This design comes from an exercise in tuning for small area and a short achievable clock period on the open sky130 flow, not from production work. RTL that was checked went through simulation tests only; none was proved equivalent to the original. No activity file was given, so power comes from the tool's default toggle rates.

==> sierra <==
==> flow/design.v <==
`default_nettype none
module psram_spi_responder #(
    parameter int         ADDR_W = 8,
    parameter logic [7:0] MF_ID  = 8'h0D,
    parameter logic [7:0] KGD_ID = 8'h5D
) (
    input  logic sys_clk,
    input  logic sys_reset_n,
    input  logic ce_n,
    input  logic sclk,
    input  logic si,
    output logic so,
    output logic so_oe,
    output logic busy,
    output logic rst_evt,
    output logic cmd_err
);
    localparam int DEPTH = 256;
    typedef enum logic [2:0] {
        S_IDLE, S_CMD, S_ADDR, S_RD, S_WR, S_ID, S_IGNORE
    } state_t;
    typedef enum logic [1:0] {K_RD, K_WR, K_ID} kind_t;
    logic [1:0]        ce_sync_q;
    logic [2:0]        sclk_sync_q;
    logic [1:0]        si_sync_q;
    state_t            state_q;
    kind_t             kind_q;
    logic [4:0]        bitcnt_q;
    logic [6:0]        sh_q;
    logic [2:0]        outcnt_q;
    logic [1:0]        id_idx_q;
    logic              reset_armed_q;
    logic              so_q, so_oe_q, busy_q, rst_evt_q, cmd_err_q;
    logic              we_q;
    logic [7:0]        rot_q;       
    logic [7:0]        pos_q;       
    logic              sel_q;       
    logic              got_q;       
    logic              b7a_q;       
    logic              b7b_q;       
    logic [6:0]        cur_q;       
    logic              pend_q;      
    logic [8*DEPTH-1:0] ring_q;
    logic              ce_s, sclk_rise, sclk_fall, si_s;
    logic              in_addr, in_rd, in_wr, in_id;
    logic [7:0]        byte_in;
    logic [7:0]        tap;
    logic [7:0]        id_byte;
    logic              consume, commit, load_pos, last_addr, ins, at0, at1;
    logic [7:0]        pos_ld;
    logic [7:0]        pos_p1, pos_p2;
    logic              bc7_q, bc22_q, bc23_q, oc0_q;
    logic [6:0]        cap;
    logic [7:0]        tap8, tap16, tap32;
    assign ce_s      = ce_sync_q[1];
    assign si_s      = si_sync_q[1];
    assign sclk_rise =  sclk_sync_q[1] & ~sclk_sync_q[2];
    assign sclk_fall = ~sclk_sync_q[1] &  sclk_sync_q[2];
    assign byte_in   = {sh_q, si_s};
    assign in_addr = state_q == S_ADDR;
    assign in_rd   = state_q == S_RD;
    assign in_wr   = state_q == S_WR;
    assign in_id   = state_q == S_ID;
    assign tap8  = ring_q[{pos_q[7:3], 3'b000, 3'b000} +: 8];
    assign tap16 = ring_q[{pos_q[7:4], 4'b0000, 3'b000} +: 8];
    assign tap32 = ring_q[{pos_q[7:5], 5'b00000, 3'b000} +: 8];
    assign tap   = {tap8[7:5], tap16[4:3], tap32[2:0]};
    assign at0 = pos_q[2:0] == 3'd0;    
    assign at1 = pos_q[2:0] == 3'd1;    
    always_comb begin
        case (id_idx_q)
            2'd0:    id_byte = MF_ID;
            2'd1:    id_byte = KGD_ID;
            default: id_byte = 8'h00;
        endcase
    end
    always_ff @(posedge sys_clk or negedge sys_reset_n) begin
        if (!sys_reset_n) begin
            ce_sync_q   <= 2'b11;
            sclk_sync_q <= '0;
            si_sync_q   <= '0;
        end else begin
            ce_sync_q   <= {ce_sync_q[0], ce_n};
            sclk_sync_q <= {sclk_sync_q[1:0], sclk};
            si_sync_q   <= {si_sync_q[0], si};
        end
    end
    always_ff @(posedge sys_clk) begin
        bc7_q  <= bitcnt_q == 5'd7;
        bc22_q <= bitcnt_q == 5'd22;
        bc23_q <= bitcnt_q == 5'd23;
        oc0_q  <= outcnt_q == 3'd0;
    end
    assign load_pos  = !ce_s && in_addr && sclk_rise && bc22_q;
    assign last_addr = !ce_s && in_addr && sclk_rise && bc23_q;
    assign consume   = !ce_s && in_rd && sclk_fall && oc0_q;
    assign commit    = !ce_s && in_wr && sclk_rise && bc7_q;
    always_ff @(posedge sys_clk or negedge sys_reset_n) begin
        if (!sys_reset_n) begin
            state_q       <= S_IDLE;
            kind_q        <= K_RD;
            bitcnt_q      <= '0;
            outcnt_q      <= '0;
            id_idx_q      <= '0;
            reset_armed_q <= 1'b0;
            so_q          <= 1'b0;
            so_oe_q       <= 1'b0;
            busy_q        <= 1'b0;
            rst_evt_q     <= 1'b0;
            cmd_err_q     <= 1'b0;
            we_q          <= 1'b0;
        end else begin
            rst_evt_q <= 1'b0;
            cmd_err_q <= 1'b0;
            we_q      <= 1'b0;
            if (ce_s) begin
                state_q  <= S_IDLE;
                so_q     <= 1'b0;
                so_oe_q  <= 1'b0;
                busy_q   <= 1'b0;
                bitcnt_q <= '0;
                outcnt_q <= '0;
            end else begin
                busy_q <= 1'b1;
                case (state_q)
                    S_IDLE: begin
                        state_q  <= S_CMD;
                        bitcnt_q <= '0;
                    end
                    S_CMD: if (sclk_rise) begin
                        bitcnt_q <= bitcnt_q + 5'd1;
                        if (bitcnt_q == 5'd7) begin
                            bitcnt_q      <= '0;
                            reset_armed_q <= 1'b0;
                            state_q       <= S_IGNORE;
                            case (byte_in)
                                8'h03: begin kind_q <= K_RD;  state_q <= S_ADDR; end
                                8'h02: begin kind_q <= K_WR;  state_q <= S_ADDR; end
                                8'h9F: begin kind_q <= K_ID;  state_q <= S_ADDR; end
                                8'h66: reset_armed_q <= 1'b1;
                                8'h99: if (reset_armed_q) rst_evt_q <= 1'b1;
                                default: cmd_err_q <= 1'b1;
                            endcase
                        end
                    end
                    S_ADDR: if (sclk_rise) begin
                        bitcnt_q <= bitcnt_q + 5'd1;
                        if (bitcnt_q == 5'd23) begin
                            bitcnt_q <= '0;
                            outcnt_q <= '0;
                            id_idx_q <= '0;
                            case (kind_q)
                                K_WR:    state_q <= S_WR;
                                K_ID:    state_q <= S_ID;
                                default: state_q <= S_RD;
                            endcase
                        end
                    end
                    S_RD, S_ID: if (sclk_fall) begin
                        so_oe_q  <= 1'b1;
                        outcnt_q <= outcnt_q + 3'd1;
                        if (state_q == S_ID)
                            so_q <= id_byte[3'd7 - outcnt_q];
                        else if (outcnt_q == 3'd0)
                            so_q <= (sel_q | got_q) ? b7b_q : b7a_q;
                        else
                            so_q <= cur_q[3'd7 - outcnt_q];
                        if (outcnt_q == 3'd7 && state_q == S_ID && id_idx_q != 2'd2)
                            id_idx_q <= id_idx_q + 2'd1;
                    end
                    S_WR: if (sclk_rise) begin
                        bitcnt_q <= bitcnt_q + 5'd1;
                        if (bitcnt_q == 5'd7) begin
                            bitcnt_q <= '0;
                            we_q     <= 1'b1;
                        end
                    end
                    S_IGNORE: ;
                    default: state_q <= S_IDLE;
                endcase
            end
        end
    end
    assign ins    = (we_q | pend_q) && pos_q[4:0] == 5'd0;
    assign pos_p1 = pos_q + 8'd1;
    assign pos_p2 = pos_q + 8'd2;
    genvar k;
    generate
        for (k = 0; k < 7; k++) begin : g_cap
            localparam int PW = k >= 5 ? 3 : k >= 3 ? 4 : 5;    
            wire prev = outcnt_q != 3'd0 && outcnt_q <= 3'(7 - k);
            assign cap[k] = in_rd && pos_q[PW-1:0] == (prev ? PW'(1) : PW'(0));
        end
    endgenerate
    assign pos_ld = {sh_q[5:0], si_s, 1'b1} + rot_q;
    always_ff @(posedge sys_clk)
        if (!ce_s && sclk_rise)
            sh_q <= byte_in[6:0];
    always_ff @(posedge sys_clk) begin
        rot_q  <= rot_q + 8'd1;
        pend_q <= (we_q | pend_q) & ~(pos_q[4:0] == 5'd0);
        if (load_pos)
            pos_q <= pos_ld;
        else if (consume || commit)
            pos_q <= pos_p2;
        else if (last_addr && !si_s)
            pos_q <= pos_q;
        else
            pos_q <= pos_p1;
        if (last_addr) begin
            sel_q <= si_s;
            got_q <= 1'b0;
        end else if (consume) begin
            sel_q <= 1'b1;
        end else if (in_rd && at0) begin
            got_q <= 1'b1;
        end
        if (in_addr && at1)
            b7a_q <= tap[7];
        if (commit)
            b7b_q <= byte_in[7];
        else if ((in_addr || in_rd) && at0)
            b7b_q <= tap[7];
        for (int k = 0; k < 7; k++) begin
            if (commit)
                cur_q[k] <= byte_in[k];
            else if (cap[k])
                cur_q[k] <= tap[k];
        end
    end
    genvar p;
    generate
        for (p = 0; p < DEPTH; p++) begin : g_ring
            if (p % 32 == 0) begin : g_ins
                always_ff @(posedge sys_clk)
                    ring_q[8*p +: 8] <= (ins && pos_q[7:5] == 3'(p / 32)) ? {b7b_q, cur_q}
                                        : ring_q[8*((p + DEPTH - 1) % DEPTH) +: 8];
            end else begin : g_sh
                always_ff @(posedge sys_clk)
                    ring_q[8*p +: 8] <= ring_q[8*((p + DEPTH - 1) % DEPTH) +: 8];
            end
        end
    endgenerate
    assign so      = so_q;
    assign so_oe   = so_oe_q;
    assign busy    = busy_q;
    assign rst_evt = rst_evt_q;
    assign cmd_err = cmd_err_q;
endmodule
`default_nettype wire
==> flow/run.sh <==
#!/bin/bash
# synth_recipe.tcl (not shown) runs the flow's synth.tcl, then flattens the netlist and writes it again
# the make line also repeats each setting of config.mk as NAME=value (left out here)
make -C /OpenROAD-flow-scripts/flow DESIGN_CONFIG=/design/flow/config.mk WORK_HOME=/design/flow/orfs CLKGATE_MAP_FILE= SYNTH_SCRIPT=/design/flow/synth_recipe.tcl finish
==> flow/config.mk <==
export PLATFORM = sky130hd
export DESIGN_NAME = psram_spi_responder
export DESIGN_NICKNAME = psram_spi_responder
export VERILOG_FILES = /design/flow/design.v
export SDC_FILE = /design/flow/constraint.sdc
export NUM_CORES = 4
export LEC_CHECK = 0
export CAP_MARGIN = 20
export CORE_MARGIN = 2
export CORE_UTILIZATION = 70
export CTS_CLUSTER_DIAMETER = 60
export CTS_CLUSTER_SIZE = 32
export SETUP_SLACK_MARGIN = 2.85
export SLEW_MARGIN = 20
==> flow/constraint.sdc <==
create_clock -name core_clock -period 5.0 [get_ports {sys_clk}]
set_input_delay 1.0000 -clock core_clock [delete_from_list [all_inputs] [get_ports {sys_clk}]]
set_output_delay 1.0000 -clock core_clock [all_outputs]
set_load 0.01 [all_outputs]
==> maple: changes against sierra <==
--- a/flow/design.v
+++ b/flow/design.v
@@ -204,6 +204,6 @@
         else if (consume || commit)
             pos_q <= pos_p2;
-        else if (last_addr && !si_s)
-            pos_q <= pos_q;
+        else if (last_addr)
+            pos_q <= pos_q + {7'd0, si_s};
         else
             pos_q <= pos_p1;
- SETUP_SLACK_MARGIN: 2.85 -> 3.0
==> pepper: changes against sierra <==
- CTS_BUF_LIST: unset -> sky130_fd_sc_hd__clkbuf_8
- CTS_CLUSTER_DIAMETER: 60 -> 50
- CTS_CLUSTER_SIZE: 32 -> 20
- SETUP_SLACK_MARGIN: 2.85 -> 3.0
==> onyx: changes against sierra <==
--- a/flow/design.v
+++ b/flow/design.v
@@ -28,4 +28,5 @@
     logic [4:0]        bitcnt_q;
     logic [6:0]        sh_q;
+    logic [6:0]        out_sh_q;
     logic [2:0]        outcnt_q;
     logic [1:0]        id_idx_q;
@@ -36,21 +37,15 @@
     logic [7:0]        pos_q;       
     logic              sel_q;       
-    logic              got_q;       
-    logic              b7a_q;       
-    logic              b7b_q;       
-    logic [6:0]        cur_q;       
+    logic [7:0]        c0_q, c1_q;  
     logic              pend_q;      
+    logic [7:0]        wdata_q;
     logic [8*DEPTH-1:0] ring_q;
+    logic [7:0]        ins_q;       
     logic              ce_s, sclk_rise, sclk_fall, si_s;
-    logic              in_addr, in_rd, in_wr, in_id;
     logic [7:0]        byte_in;
     logic [7:0]        tap;
-    logic [7:0]        id_byte;
-    logic              consume, commit, load_pos, last_addr, ins, at0, at1;
-    logic [7:0]        pos_ld;
-    logic [7:0]        pos_p1, pos_p2;
-    logic              bc7_q, bc22_q, bc23_q, oc0_q;
-    logic [6:0]        cap;
-    logic [7:0]        tap8, tap16, tap32;
+    logic [7:0]        cur_byte;
+    logic [7:0]        out_byte;
+    logic              advance, load_pos, ins;
     assign ce_s      = ce_sync_q[1];
     assign si_s      = si_sync_q[1];
@@ -58,20 +53,15 @@
     assign sclk_fall = ~sclk_sync_q[1] &  sclk_sync_q[2];
     assign byte_in   = {sh_q, si_s};
-    assign in_addr = state_q == S_ADDR;
-    assign in_rd   = state_q == S_RD;
-    assign in_wr   = state_q == S_WR;
-    assign in_id   = state_q == S_ID;
-    assign tap8  = ring_q[{pos_q[7:3], 3'b000, 3'b000} +: 8];
-    assign tap16 = ring_q[{pos_q[7:4], 4'b0000, 3'b000} +: 8];
-    assign tap32 = ring_q[{pos_q[7:5], 5'b00000, 3'b000} +: 8];
-    assign tap   = {tap8[7:5], tap16[4:3], tap32[2:0]};
-    assign at0 = pos_q[2:0] == 3'd0;    
-    assign at1 = pos_q[2:0] == 3'd1;    
+    assign tap      = ring_q[{pos_q[7:3], 3'b000, 3'b000} +: 8];
+    assign cur_byte = sel_q ? c1_q : c0_q;
     always_comb begin
-        case (id_idx_q)
-            2'd0:    id_byte = MF_ID;
-            2'd1:    id_byte = KGD_ID;
-            default: id_byte = 8'h00;
-        endcase
+        out_byte = cur_byte;
+        if (state_q == S_ID) begin
+            case (id_idx_q)
+                2'd0:    out_byte = MF_ID;
+                2'd1:    out_byte = KGD_ID;
+                default: out_byte = 8'h00;
+            endcase
+        end
     end
     always_ff @(posedge sys_clk or negedge sys_reset_n) begin
@@ -86,14 +76,7 @@
         end
     end
-    always_ff @(posedge sys_clk) begin
-        bc7_q  <= bitcnt_q == 5'd7;
-        bc22_q <= bitcnt_q == 5'd22;
-        bc23_q <= bitcnt_q == 5'd23;
-        oc0_q  <= outcnt_q == 3'd0;
-    end
-    assign load_pos  = !ce_s && in_addr && sclk_rise && bc22_q;
-    assign last_addr = !ce_s && in_addr && sclk_rise && bc23_q;
-    assign consume   = !ce_s && in_rd && sclk_fall && oc0_q;
-    assign commit    = !ce_s && in_wr && sclk_rise && bc7_q;
+    assign load_pos = !ce_s && state_q == S_ADDR && sclk_rise && bitcnt_q == 5'd22;
+    assign advance  = !ce_s && ((state_q == S_RD && sclk_fall && outcnt_q == 3'd0) ||
+                                (state_q == S_WR && sclk_rise && bitcnt_q == 5'd7));
     always_ff @(posedge sys_clk or negedge sys_reset_n) begin
         if (!sys_reset_n) begin
@@ -101,4 +84,6 @@
             kind_q        <= K_RD;
             bitcnt_q      <= '0;
+            sh_q          <= '0;
+            out_sh_q      <= '0;
             outcnt_q      <= '0;
             id_idx_q      <= '0;
@@ -123,4 +108,6 @@
             end else begin
                 busy_q <= 1'b1;
+                if (sclk_rise)
+                    sh_q <= byte_in[6:0];
                 case (state_q)
                     S_IDLE: begin
@@ -160,10 +147,11 @@
                         so_oe_q  <= 1'b1;
                         outcnt_q <= outcnt_q + 3'd1;
-                        if (state_q == S_ID)
-                            so_q <= id_byte[3'd7 - outcnt_q];
-                        else if (outcnt_q == 3'd0)
-                            so_q <= (sel_q | got_q) ? b7b_q : b7a_q;
-                        else
-                            so_q <= cur_q[3'd7 - outcnt_q];
+                        if (outcnt_q == 3'd0) begin
+                            so_q     <= out_byte[7];
+                            out_sh_q <= out_byte[6:0];
+                        end else begin
+                            so_q     <= out_sh_q[6];
+                            out_sh_q <= {out_sh_q[5:0], 1'b0};
+                        end
                         if (outcnt_q == 3'd7 && state_q == S_ID && id_idx_q != 2'd2)
                             id_idx_q <= id_idx_q + 2'd1;
@@ -182,61 +170,35 @@
         end
     end
-    assign ins    = (we_q | pend_q) && pos_q[4:0] == 5'd0;
-    assign pos_p1 = pos_q + 8'd1;
-    assign pos_p2 = pos_q + 8'd2;
-    genvar k;
-    generate
-        for (k = 0; k < 7; k++) begin : g_cap
-            localparam int PW = k >= 5 ? 3 : k >= 3 ? 4 : 5;    
-            wire prev = outcnt_q != 3'd0 && outcnt_q <= 3'(7 - k);
-            assign cap[k] = in_rd && pos_q[PW-1:0] == (prev ? PW'(1) : PW'(0));
-        end
-    endgenerate
-    assign pos_ld = {sh_q[5:0], si_s, 1'b1} + rot_q;
-    always_ff @(posedge sys_clk)
-        if (!ce_s && sclk_rise)
-            sh_q <= byte_in[6:0];
+    assign ins = (we_q | pend_q) && pos_q[4:0] == 5'd0;
     always_ff @(posedge sys_clk) begin
         rot_q  <= rot_q + 8'd1;
+        for (int k = 0; k < 8; k++)
+            ins_q[k] <= ins && pos_q[7:5] == 3'(k);
         pend_q <= (we_q | pend_q) & ~(pos_q[4:0] == 5'd0);
         if (load_pos)
-            pos_q <= pos_ld;
-        else if (consume || commit)
-            pos_q <= pos_p2;
-        else if (last_addr && !si_s)
-            pos_q <= pos_q;
+            pos_q <= {sh_q[5:0], si_s, 1'b1} + rot_q;
+        else if (advance)
+            pos_q <= pos_q + {6'd0, sel_q, ~sel_q};
         else
-            pos_q <= pos_p1;
-        if (last_addr) begin
+            pos_q <= pos_q + 8'd1;
+        if (advance)
+            sel_q <= 1'b1;
+        else if (!ce_s && state_q == S_ADDR && sclk_rise && bitcnt_q == 5'd23)
             sel_q <= si_s;
-            got_q <= 1'b0;
-        end else if (consume) begin
-            sel_q <= 1'b1;
-        end else if (in_rd && at0) begin
-            got_q <= 1'b1;
-        end
-        if (in_addr && at1)
-            b7a_q <= tap[7];
-        if (commit)
-            b7b_q <= byte_in[7];
-        else if ((in_addr || in_rd) && at0)
-            b7b_q <= tap[7];
-        for (int k = 0; k < 7; k++) begin
-            if (commit)
-                cur_q[k] <= byte_in[k];
-            else if (cap[k])
-                cur_q[k] <= tap[k];
-        end
+        if (pos_q[2:0] == 3'd1) c0_q <= tap;
+        if (pos_q[2:0] == 3'd0) c1_q <= tap;
+        if (!ce_s && state_q == S_WR && sclk_rise && bitcnt_q == 5'd7)
+            wdata_q <= byte_in;
     end
     genvar p;
     generate
         for (p = 0; p < DEPTH; p++) begin : g_ring
-            if (p % 32 == 0) begin : g_ins
+            if (p % 32 == 1) begin : g_ins
                 always_ff @(posedge sys_clk)
-                    ring_q[8*p +: 8] <= (ins && pos_q[7:5] == 3'(p / 32)) ? {b7b_q, cur_q}
+                    ring_q[8*p +: 8] <= ins_q[p / 32] ? wdata_q
                                         : ring_q[8*((p + DEPTH - 1) % DEPTH) +: 8];
             end else begin : g_sh
                 always_ff @(posedge sys_clk)
-                    ring_q[8*p +: 8] <= ring_q[8*((p + DEPTH - 1) % DEPTH) +: 8];
+                    ring_q[8*p +: 8] <= ring_q[8*(p - 1) +: 8];
             end
         end
- CTS_BUF_LIST: unset -> sky130_fd_sc_hd__clkbuf_8 sky130_fd_sc_hd__clkbuf_16
- CTS_CLUSTER_DIAMETER: 60 -> 40
- CTS_CLUSTER_SIZE: 32 -> 25
- SETUP_SLACK_MARGIN: 2.85 -> 2.7
==> qor summary <==
metric	maple	pepper	sierra	onyx
Outcome	no timing/DRC/antenna violations	no timing/DRC/antenna violations	no timing/DRC/antenna violations	no timing/DRC/antenna violations
Leak Pwr	0.0204 µW	0.0208 µW	0.0207 µW	0.0214 µW
Count of clock buffers in the final design	90	140	93	153
R2R cell count	6	4	7	12
Clock network area share	4.72%	4.49%	4.85%	9.57%
Switching power share of the total	19.2%	21.4%	22.0%	21.3%
Syn-to-layout area delta	9.88%	9.62%	9.65%	13.6%
Horiz. Die Dim	262 µm	263 µm	263 µm	262 µm
Tot Pwr	25000 µW	26000 µW	27000 µW	29200 µW
Vias after detailed routing	17.4k	17.7k	17.6k	18.6k
First DRT Iteration DRCs	979	909	937	1102
Post-CTS setup buffer count	34	51	32	17
Multi-input combinational cell count	428	424	424	497
Critical Path End	cmd_err	so	cur_q[6]$_DFFE_PP_	pos_q[6]$_DFF_P_
Multi-input logic area	4160 µm²	4280 µm²	4130 µm²	4540 µm²
Plain + repair buffers	80	95	84	38
Slowest cell on the critical path	sky130_fd_sc_hd__dfrtp_1	sky130_fd_sc_hd__dfrtp_1	sky130_fd_sc_hd__mux4_2	sky130_fd_sc_hd__fa_2
Number of instances resized during post-cts repair	80	90	92	50
Pre-CTS setup slack	2.43 ns	1.94 ns	2.04 ns	1.91 ns
Met3 Routed Length	1830 µm	2670 µm	2390 µm	2860 µm
Slowest Stage Delay on Critical Path	0.44 ns	0.40 ns	0.52 ns	0.41 ns
For maple and onyx, only the layout was checked, not whether the RTL still works.

==> port drivers added, routing unchanged <==
Ports are ideal in the flow. The routed layouts listed here were re-timed in OpenROAD.
Step 1: set_driving_cell puts a clkbuf_16 on sys_clk and a buf_2 on each other input, an assumption about the parent block.
Step 2 moves the port delays by t, midway between the first and last clock arrival at a register: inputs arrive t later, outputs are due t later. That takes back most of the time a late clock gives input paths.
Slacks: ideal / step 1 / step 2; pairs: ideal / step 1.
| run | shift t [ns] | slack for setup (ns) | worst hold slack (ns) | worst slew at a driven data input, ns | pins driven straight from the clock port |
|---|---|---|---|---|---|
| sierra | 0.717 | 2.749 / 2.687 / 2.749 | 0.305 / 0.305 / 0.305 | 0.05 | 1 |
| maple | 0.710 | 2.752 / 2.687 / 2.892 | 0.326 / 0.326 / 0.326 | 0.06 | 1 |
| pepper | 0.845 | 2.677 / 2.618 / 2.878 | 0.313 / 0.313 / 0.313 | 0.03 | 1 |
| onyx | 0.772 | 2.587 / 2.587 / 2.587 | 0.310 / 0.310 / 0.310 | 0.04 | 1 |
After both steps every run listed still meets setup and hold.
